Context: an optimization exercise on an open-source flow, tuned for a short achievable clock period and few clock cycles. The choices shown serve that exercise and are no tape-out recipe.
No functional check of the RTL was part of this run.
Power and IR drop assume default switching activity.

==> flow/design.v <==
package mips_pkg;
    typedef logic [31:0] word_t;
    typedef struct packed {
        logic [5:0] opcode;
        logic [4:0] rs;
        logic [4:0] rt;
        logic [4:0] rd;
        logic [4:0] shamt;
        logic [5:0] funct;
    } r_fmt_t;
    typedef struct packed {
        logic [5:0]  opcode;
        logic [4:0]  rs;
        logic [4:0]  rt;
        logic [15:0] imm16;
    } i_fmt_t;
    typedef struct packed {
        logic [5:0]  opcode;
        logic [25:0] target26;
    } j_fmt_t;
    typedef union packed {
        r_fmt_t r;
        i_fmt_t i;
        j_fmt_t j;
    } instr_t;
    typedef enum logic [3:0] {
        ALU_ADD,
        ALU_SUB,
        ALU_AND,
        ALU_OR,
        ALU_XOR,
        ALU_LUI,    
        ALU_SLT,
        ALU_SLTU,
        ALU_SLL,
        ALU_SRL,
        ALU_SRA
    } alu_op_t;
    typedef enum logic [1:0] {PC_SEQ, PC_BRANCH, PC_JUMP, PC_REG} pc_sel_t;
    typedef enum logic [1:0] {WB_ALU, WB_LOAD, WB_LINK} wb_sel_t;
    typedef enum logic {MEM_BYTE, MEM_WORD} mem_size_t;
endpackage
`timescale 1ns/1ps
module mips_cpu_harvard (
    input  logic        clk,
    input  logic        clk_enable,
    input  logic        reset,
    output logic        active,
    output logic [31:0] register_v0,
    input  logic [31:0] instr_readdata,
    output logic [31:0] instr_address,
    output logic        instr_read,
    output logic [3:0]  byte_enable,
    output logic [31:0] data_address,
    output logic        data_write,
    output logic        data_read,
    output logic [31:0] data_writedata,
    input  logic [31:0] data_readdata
);
    logic en;
    assign en = clk_enable;
    logic [31:0] pc_f;
    logic        halted_f;             
    logic [31:0] ir_d;
    logic        v_d, hm_d;            
    logic [31:0] ras;                  
    logic        v_e, hm_e;
    logic [31:0] a_e, b_e, c_e, alt_e;
    logic        fa_m_e, fa_w_e, fb_m_e, fb_w_e, fc_m_e, fc_w_e;
    logic        op_add_e, op_sub_e, op_slt_e, op_sltu_e, op_and_e, op_or_e, op_xor_e;
    logic        op_passb_e, op_sll_e, op_srl_e, op_sra_e;
    logic [4:0]  sh_e;
    logic        we_e, ld_e, st_e, sb_e, lw_e, lb_e, ctl_e, x_e, jr_e;
    logic [4:0]  dst_e;
    logic        hm_m;
    logic [31:0] res_m, wdata_m;
    logic [3:0]  be_m;
    logic        rd_m, wr_m, we_m, lw_m, lb_m;
    logic [4:0]  dst_m;
    logic        we_w;
    logic [4:0]  dst_w;
    logic [31:0] res_w;
    logic [31:0] rf [32];
    logic [31:0] rvalid;
    logic [5:0]  op, fn;
    logic [4:0]  rs, rt, rd;
    logic [15:0] imm;
    assign op  = ir_d[31:26];
    assign rs  = ir_d[25:21];
    assign rt  = ir_d[20:16];
    assign rd  = ir_d[15:11];
    assign fn  = ir_d[5:0];
    assign imm = ir_d[15:0];
    logic special, r_alu, r_shift, is_jr, is_j, is_jal, is_beq, is_bne;
    logic i_alu, is_lui, is_ld, is_st;
    logic uses_rs, uses_rt;
    logic d_we;
    logic [4:0] d_dst;
    always_comb begin
        special = (op == 6'h00);
        r_shift = special && (fn == 6'h00 || fn == 6'h02 || fn == 6'h03);
        r_alu   = special && (fn == 6'h00 || fn == 6'h02 || fn == 6'h03 ||
                              fn == 6'h21 || fn == 6'h23 || fn == 6'h24 ||
                              fn == 6'h25 || fn == 6'h26 || fn == 6'h2A || fn == 6'h2B);
        is_jr   = special && (fn == 6'h08);
        is_j    = (op == 6'h02);
        is_jal  = (op == 6'h03);
        is_beq  = (op == 6'h04);
        is_bne  = (op == 6'h05);
        is_lui  = (op == 6'h0F);
        i_alu   = (op == 6'h09 || op == 6'h0A || op == 6'h0B || op == 6'h0C ||
                   op == 6'h0D || op == 6'h0E || op == 6'h0F);
        is_ld   = (op == 6'h20 || op == 6'h24 || op == 6'h23);
        is_st   = (op == 6'h28 || op == 6'h2B);
        uses_rs = (r_alu && !r_shift) || is_jr || is_beq || is_bne || (i_alu && !is_lui) ||
                  is_ld || is_st;
        uses_rt = r_alu || is_beq || is_bne || is_st;
        d_dst   = r_alu ? rd : (is_jal ? 5'd31 : rt);
        d_we    = (r_alu || i_alu || is_ld || is_jal) && (d_dst != 5'd0);
    end
    logic [31:0] rd_a, rd_b;
    always_comb begin
        rd_a = rvalid[rs] ? rf[rs] : 32'h0;
        rd_b = rvalid[rt] ? rf[rt] : 32'h0;
        if (we_w && dst_w == rs) rd_a = res_w;
        if (we_w && dst_w == rt) rd_b = res_w;
    end
    logic stall;
    assign stall = v_d && v_e && ld_e &&
                   ((uses_rs && rs == dst_e) || (uses_rt && rt == dst_e));
    logic [31:0] pc_f4, br_tgt, j_tgt, d_tgt, jr_pred;
    logic        pred_tk, d_redir;
    assign pc_f4   = pc_f + 32'd4;
    assign br_tgt  = pc_f + {{14{imm[15]}}, imm, 2'b00};
    assign j_tgt   = {pc_f[31:28], ir_d[25:0], 2'b00};
    assign jr_pred = (rs == 5'd0) ? 32'h0 : ras;
    assign pred_tk = (is_bne && rs != rt) || (is_beq && rs == rt);
    assign d_redir = v_d && (is_j || is_jal || is_jr || ((is_beq || is_bne) && pred_tk));
    always_comb begin
        if (is_j || is_jal) d_tgt = j_tgt;
        else if (is_jr)     d_tgt = jr_pred;
        else                d_tgt = br_tgt;
    end
    logic [31:0] a, b, c, sum, diff, logic_r, shl, shr, res_e;
    logic [32:0] diff33;
    logic        slt, sltu, eq, misp;
    assign a = fa_m_e ? res_m : (fa_w_e ? res_w : a_e);
    assign b = fb_m_e ? res_m : (fb_w_e ? res_w : b_e);
    assign c = fc_m_e ? res_m : (fc_w_e ? res_w : c_e);
    assign sum    = a + b;
    assign diff33 = {1'b0, a} - {1'b0, b};
    assign diff   = diff33[31:0];
    assign sltu   = diff33[32];
    assign slt    = (a[31] != b[31]) ? a[31] : diff[31];
    assign shl    = b << sh_e;
    assign shr    = 32'($signed({op_sra_e & b[31], b}) >>> sh_e);
    always_comb begin
        res_e = 32'h0;
        if (op_add_e)   res_e = res_e | sum;
        if (op_sub_e)   res_e = res_e | diff;
        if (op_slt_e)   res_e = res_e | {31'h0, slt};
        if (op_sltu_e)  res_e = res_e | {31'h0, sltu};
        if (op_and_e)   res_e = res_e | (a & b);
        if (op_or_e)    res_e = res_e | (a | b);
        if (op_xor_e)   res_e = res_e | (a ^ b);
        if (op_passb_e) res_e = res_e | b_e;
        if (op_sll_e)   res_e = res_e | shl;
        if (op_srl_e || op_sra_e) res_e = res_e | shr;
    end
    assign eq   = (a == b);
    assign misp = v_e && ctl_e && (eq ^ x_e);
    logic [31:0] e_tgt;
    assign e_tgt = jr_e ? a : alt_e;
    logic [7:0]  lane;
    logic [31:0] ld_val;
    always_comb begin
        case (res_m[1:0])
            2'd0:    lane = data_readdata[31:24];
            2'd1:    lane = data_readdata[23:16];
            2'd2:    lane = data_readdata[15:8];
            default: lane = data_readdata[7:0];
        endcase
        ld_val = lw_m ? data_readdata : {{24{lb_m & lane[7]}}, lane};
    end
    logic adv_d;    
    assign adv_d = !stall;
    logic f_zero;
    assign f_zero = (pc_f == 32'h00000000);
    always_ff @(posedge clk) begin
        if (reset) begin
            pc_f     <= 32'hBFC00000;
            halted_f <= 1'b0;
            v_d      <= 1'b0;
            hm_d     <= 1'b0;
        end else if (en) begin
            if (misp) begin
                pc_f <= e_tgt;
                v_d  <= 1'b0;
                hm_d <= 1'b0;
            end else if (adv_d) begin
                if (halted_f || f_zero) begin
                    v_d  <= 1'b0;
                    hm_d <= !halted_f;
                    halted_f <= 1'b1;
                end else begin
                    v_d  <= 1'b1;
                    hm_d <= 1'b0;
                    pc_f <= d_redir ? d_tgt : pc_f4;
                end
            end
        end
    end
    always_ff @(posedge clk) begin
        if (en && adv_d)
            ir_d <= instr_readdata;
        if (en && adv_d && v_d && is_jal)
            ras <= pc_f4;
    end
    always_ff @(posedge clk) begin
        if (reset) begin
            v_e  <= 1'b0;
            hm_e <= 1'b0;
        end else if (en) begin
            v_e  <= v_d && adv_d;
            hm_e <= hm_d && adv_d;
        end
    end
    always_ff @(posedge clk) begin
        if (en) begin
            a_e <= rd_a;
            if (is_jal)
                b_e <= pc_f4;
            else if (is_jr)
                b_e <= jr_pred;
            else if (is_lui)
                b_e <= {imm, 16'h0};
            else if (op == 6'h0C || op == 6'h0D || op == 6'h0E)
                b_e <= {16'h0, imm};
            else if (special || is_beq || is_bne)
                b_e <= rd_b;
            else
                b_e <= {{16{imm[15]}}, imm};
            c_e   <= rd_b;
            alt_e <= pred_tk ? pc_f4 : br_tgt;
            sh_e  <= ir_d[10:6];
            fa_m_e <= uses_rs && v_e && we_e && dst_e == rs;
            fa_w_e <= uses_rs && we_m && dst_m == rs;
            fb_m_e <= (r_alu || is_beq || is_bne) && v_e && we_e && dst_e == rt;
            fb_w_e <= (r_alu || is_beq || is_bne) && we_m && dst_m == rt;
            fc_m_e <= is_st && v_e && we_e && dst_e == rt;
            fc_w_e <= is_st && we_m && dst_m == rt;
            op_add_e   <= (special && fn == 6'h21) || op == 6'h09 || is_ld || is_st;
            op_sub_e   <= special && fn == 6'h23;
            op_slt_e   <= (special && fn == 6'h2A) || op == 6'h0A;
            op_sltu_e  <= (special && fn == 6'h2B) || op == 6'h0B;
            op_and_e   <= (special && fn == 6'h24) || op == 6'h0C;
            op_or_e    <= (special && fn == 6'h25) || op == 6'h0D;
            op_xor_e   <= (special && fn == 6'h26) || op == 6'h0E;
            op_passb_e <= is_lui || is_jal;
            op_sll_e   <= special && fn == 6'h00;
            op_srl_e   <= special && fn == 6'h02;
            op_sra_e   <= special && fn == 6'h03;
            we_e  <= d_we;
            dst_e <= d_dst;
            ld_e  <= is_ld;
            st_e  <= is_st;
            sb_e  <= (op == 6'h28);
            lw_e  <= (op == 6'h23);
            lb_e  <= (op == 6'h20);
            ctl_e <= is_beq || is_bne || is_jr;
            x_e   <= is_jr || (is_bne ^ pred_tk);
            jr_e  <= is_jr;
        end
    end
    always_ff @(posedge clk) begin
        if (reset) begin
            hm_m <= 1'b0;
            rd_m <= 1'b0;
            wr_m <= 1'b0;
            we_m <= 1'b0;
        end else if (en) begin
            hm_m <= hm_e;
            rd_m <= v_e && ld_e;
            wr_m <= v_e && st_e;
            we_m <= v_e && we_e;
        end
    end
    always_ff @(posedge clk) begin
        if (en) begin
            res_m   <= res_e;
            wdata_m <= sb_e ? {4{c[7:0]}} : c;
            be_m    <= sb_e ? (4'b1000 >> sum[1:0]) : 4'b1111;
            dst_m   <= dst_e;
            lw_m    <= lw_e;
            lb_m    <= lb_e;
        end
    end
    always_ff @(posedge clk) begin
        if (reset)
            we_w <= 1'b0;
        else if (en)
            we_w <= we_m;
    end
    always_ff @(posedge clk) begin
        if (en) begin
            res_w <= rd_m ? ld_val : res_m;
            dst_w <= dst_m;
        end
    end
    always_ff @(posedge clk) begin
        if (reset)
            rvalid <= 32'h0;
        else if (we_w)
            rvalid[dst_w] <= 1'b1;
    end
    always_ff @(posedge clk) begin
        if (!reset && we_w)
            rf[dst_w] <= res_w;
    end
    always_ff @(posedge clk) begin
        if (reset)
            active <= 1'b1;
        else if (en && hm_m)
            active <= 1'b0;
    end
    assign instr_address  = pc_f;
    assign instr_read     = active;
    assign data_address   = {res_m[31:2], 2'b00};
    assign data_read      = rd_m;
    assign data_write     = wr_m;
    assign byte_enable    = be_m;
    assign data_writedata = wdata_m;
    assign register_v0    = rvalid[2] ? rf[2] : 32'h0;
endmodule
==> flow/flow/run.sh <==
#!/bin/bash
set -euo pipefail
bash standard.sh SETUP_SLACK_MARGIN=7.8 finish > standard_flow.log 2>&1
==> flow/standard.sh <==
#!/bin/bash
# synth_recipe.tcl (not shown) runs the flow's synth.tcl, then flattens the netlist and writes it again
# the make line also repeats each setting of config.mk as NAME=value (left out here)
make -C /OpenROAD-flow-scripts/flow DESIGN_CONFIG=/design/flow/config.mk WORK_HOME=/design/flow/orfs CLKGATE_MAP_FILE= SYNTH_SCRIPT=/design/flow/synth_recipe.tcl "${@:-finish}"
==> flow/config.mk <==
export PLATFORM = sky130hd
export DESIGN_NAME = mips_cpu_harvard
export DESIGN_NICKNAME = mips_cpu_harvard
export VERILOG_FILES = /design/flow/design.v
export SDC_FILE = /design/flow/constraint.sdc
export NUM_CORES = 4
export LEC_CHECK = 0
export ABC_CLOCK_PERIOD_IN_PS = 3000
export CAP_MARGIN = 20
export CORE_MARGIN = 2
export CORE_UTILIZATION = 40
export SLEW_MARGIN = 20
==> flow/constraint.sdc <==
create_clock -name core_clock -period 11.0 [get_ports {clk}]
set_input_delay 2.2000 -clock core_clock [delete_from_list [all_inputs] [get_ports {clk}]]
set_output_delay 2.2000 -clock core_clock [all_outputs]
set_load 0.01 [all_outputs]
==> notes.md <==
Std-Cell Rows=162; FILL cells=16,402; XOR/XNOR Fraction of Synth Area=1.32%; vias in the first global route=55,346; critical path class=flip-flop to flip-flop; Tot GR Track Use=31.3%; max capacitance violation total=0; Worst setup SP type=flip-flop; pwr dens=148 mW/mm^2; main combinational cell family by area after synthesis=multiplexers; asr flop ratio synth=0%; I/O Buffers=200; initial antenna violation count=11; fin nets=6,270; core area=0.195 sq mm; Routed WL=321 mm; post-DR wirelength/cell=36.4 microns; highest metal used=met5; clk slew on worst S/H paths=0.06 ns; initial core utilization=40.3%; EDFF count, synth=1,364; Largest register FFs=1,024; Root Buffer=clkbuf_16; Synth Area per Inst=14.4 sq um; GRT overflow=0; Post-DP HPWL=197 mm; minimum clock period=4.93 ns; VDD IR max=175 uV; RSZ-0062 raised after global routing=yes; met2 wire length=150 mm; Mapped Cells=5,491; post-synth cell types=88; number of buffers inserted by hold repair at cts=0; CP required=11.75 ns; Critical Path Sink Type=flip-flop; placed cell area=0.0843 sq mm; CTS tree=done; Finish-stage setup viols=0; crit share post-route=44.9%; first-pass GRT wire length=438 mm; fraction of the mapped netlist area in simple logic gates=6.29%; TritonCTS sink count=1,449; Pre-Repair DR Iteration Count=6; gpl congestion=1.04; post-synthesis adder-cell area fraction=2.20%; compound-gate portion of the synthesized area=8.41%; Horiz. Die Dim=448 microns; antenna viol nets, final=0; CTS Buffer Depth=3; Mapped Area=0.0788 sq mm; top-level I/O count=203; met3 routed WL=31.0 mm; largest net degree at the start of global routing=81; DRC viols=0; post-DR vias/cell=6.56; Die Span Y=448 microns; Primary FF master, synth=edfxtp_1; mux contribution to synthesized area=24.4%; Iter 0 DRT Violations=8,775; Clock Skews=0.0844 ns; Ys Warns=1; register area share after synthesis=54.1%; data arrival time of the worst path=5.68 ns; Relative slew margins=12.4%; outcome=finished clean; worst-margin pin slew=1.28 ns; Final Cell Area=0.0991 sq mm; Net Sw Power=4260 uW; Fmax=203 MHz; multi-input combinational cell area=0.0377 sq mm; Reg power frac=42.8%; via count=57,956; Syn-to-layout area delta=25.7%; die area=0.201 sq mm; Clk pwr share=36.4%; metal1 wirelength=115 mm; post-route setup TNS=0 ns; Final Hold Vio Count=0; CTS H-tree lvls=4; Combinational Power Share=20.8%; max-slew violations=0; Critical Path Fanout Max=7; switch share=29.0%; Sequential Area=0.0428 sq mm; TritonCTS Buffers=159; Seq cells post-synth=1,449; fraction of layout cells with a size suffix above 1=38.6%; leak pwr=0.0337 uW; Pint=10,400 uW; Top reg by flops=rf; clock latency (worst-skew pair)=0.87 ns; min-delay worst type=flip-flop to flip-flop
==> through the flow <==
| stage | utilization [%] | total power [uW] | std cells | hold slack (ns) | setup WS [ns] |
|---|---|---|---|---|---|
| final | 50.7 | 14700 | 8829 | 0.480 | 6.07 |
| after global routing | 50.7 | 15000 | 8820 | 0.480 | 6.01 |
| after CTS | 49.5 | 14500 | 8709 | 0.484 | 6.14 |
| after detailed placement | 43.1 | 8770 | 8038 | 0.471 | 4.58 |
| after global placement | 43.1 | 8770 | 8038 | 0.460 | 4.66 |
| after floorplan | - | 7840 | 5492 | 0.400 | 6.26 |
==> Yosys cell counts, types with 85 or more instances <==
cell,instances,area [sq um]
edfxtp_1,1364,41000
mux4_2,713,16100
nor2_1,397,1490
nand2_1,368,1380
o21ai_0,293,1470
clkbuf_1,282,1060
a21oi_1,274,1370
mux2i_1,257,2570
inv_1,163,612
ha_1,132,1650
buf_1,91,342
dfxtp_1,85,1700
==> kinds of logic after synthesis <==
group                      count (synthesis)
DFF                                     1449
and+or+nand+nor                         1112
AOI/OAI and AO/OA                       1033
muxes                                   1025
buffers and inverters                    616
adders and majority gates                136
xor gates and xnor gates                 119
other                                      1
==> cell type report <==
cell class | instances | area share [%]
inverters | 164 | 0.629
clock inverters | 96 | 0.962
repair buffers | 856 | 9.66
multi-input cells | 3437 | 38.0
flip-flops and latches | 1449 | 43.2
diodes | 9 | 0.0227
well taps | 2624 | 3.31
clock buffers | 194 | 4.19
==> layout by cell type, fill, tap and decap left out, types with 38 or more instances in the layout <==
| cell | Yosys | layout |
|---|---|---|
| o211ai_1 | 47 | 47 |
| buf_4 | 39 | 354 |
| edfxtp_1 | 1364 | 1364 |
| dfxtp_1 | 85 | 39 |
| clkbuf_16 | 0 | 167 |
| mux4_2 | 713 | 713 |
| nor2_4 | 0 | 49 |
| clkdlybuf4s50_1 | 0 | 60 |
| buf_12 | 0 | 71 |
| o21ai_0 | 293 | 180 |
| o21ai_4 | 0 | 38 |
| dfxtp_4 | 0 | 43 |
| mux2i_1 | 257 | 216 |
| xor2_1 | 53 | 51 |
| nand3_1 | 62 | 60 |
| buf_6 | 6 | 243 |
| nor2_1 | 397 | 336 |
| a21oi_2 | 1 | 63 |
| ha_1 | 132 | 90 |
| inv_1 | 163 | 156 |
| xnor2_1 | 66 | 61 |
| o21ai_2 | 0 | 42 |
| nand2_1 | 368 | 355 |
| buf_2 | 34 | 43 |
| a21oi_1 | 274 | 199 |
| nor3_1 | 66 | 52 |
==> path summary, 6_finish.rpt <==
| check | from | to | slack (ns) | cells after the start |
|---|---|---|---|---|
| min | hm_e | hm_e | 0.48 | 2 |
| max | fb_w_e | pc_f[30] | 6.07 | 22 |
| min reg2reg | hm_e | hm_e | 0.48 | 2 |
| max reg2reg | fb_w_e | pc_f[30] | 6.07 | 22 |
==> power groups by stage <==
stage               clock network [uW]  registers, uW  logic [uW]
finish                            5350           6290        3060
global route                      5610           6290        3150
floorplan                            0           6380        1460
global placement                     0           6480        2290
CTS                               5400           6290        2840
detailed placement                   0           6480        2290
==> critical path, stage by stage (launching register included) <==
cell and delay, ns:
edfxtp_1 0.42, buf_6 0.15, buf_12 0.13, mux2_4 0.31, mux2i_4 0.30, ha_4 0.26
or4_4 0.55, buf_6 0.13, buf_6 0.10, buf_6 0.10, buf_6 0.10, buf_6 0.11
or3_4 0.36, or4_4 0.48, a21oi_4 0.29, a21oi_2 0.08, a21boi_4 0.17, buf_12 0.16
buf_8 0.11, buf_16 0.13, and2_4 0.17, o21bai_1 0.07, a41oi_1 0.15
==> per-layer routing <==
metal,global-route usage (%),vias to the layer above
met5,0,-
met1,39.7,29990
met4,20.1,4
met2,49.3,3942
met3,5.89,845
li1,-,23175
==> what timing repair did <==
item,4_1_cts,5_1_grt
setup buffers,341,99
setup endpoints to repair,1542,627
gates resized for setup,1448,323
pin swaps,166,159
cloned,40,10

-- static timing again, ports no longer ideal --
In the flow no input, the clock included, has a driving cell. The finished layout below was timed again as built, in two steps.
Step 1 (the two cells are an assumption about what drives the block):
set clk [get_ports {clk}]
set_driving_cell -lib_cell sky130_fd_sc_hd__clkbuf_16 $clk
set_driving_cell -lib_cell sky130_fd_sc_hd__buf_2 [delete_from_list [all_inputs] $clk]
Step 2, shift: input delay + t, output delay - t, t = (earliest + latest rising clock arrival at the registers) / 2. This alone moves slack from input paths to output paths.
Slacks: no drivers / after step 1 / after step 2; pairs: no drivers / after step 1.
t (ns): 0.915
slack for setup (ns): 6.065 / 6.065 / 6.065
worst register clock-pin slew, ns: 0.08 / 0.08
worst data-port slew with drivers (ns): 0.08
After both steps this run still meets setup and hold. For this run, drivers alone change the setup slack by 0.000 ns; drivers and shift together by 0.000 ns.
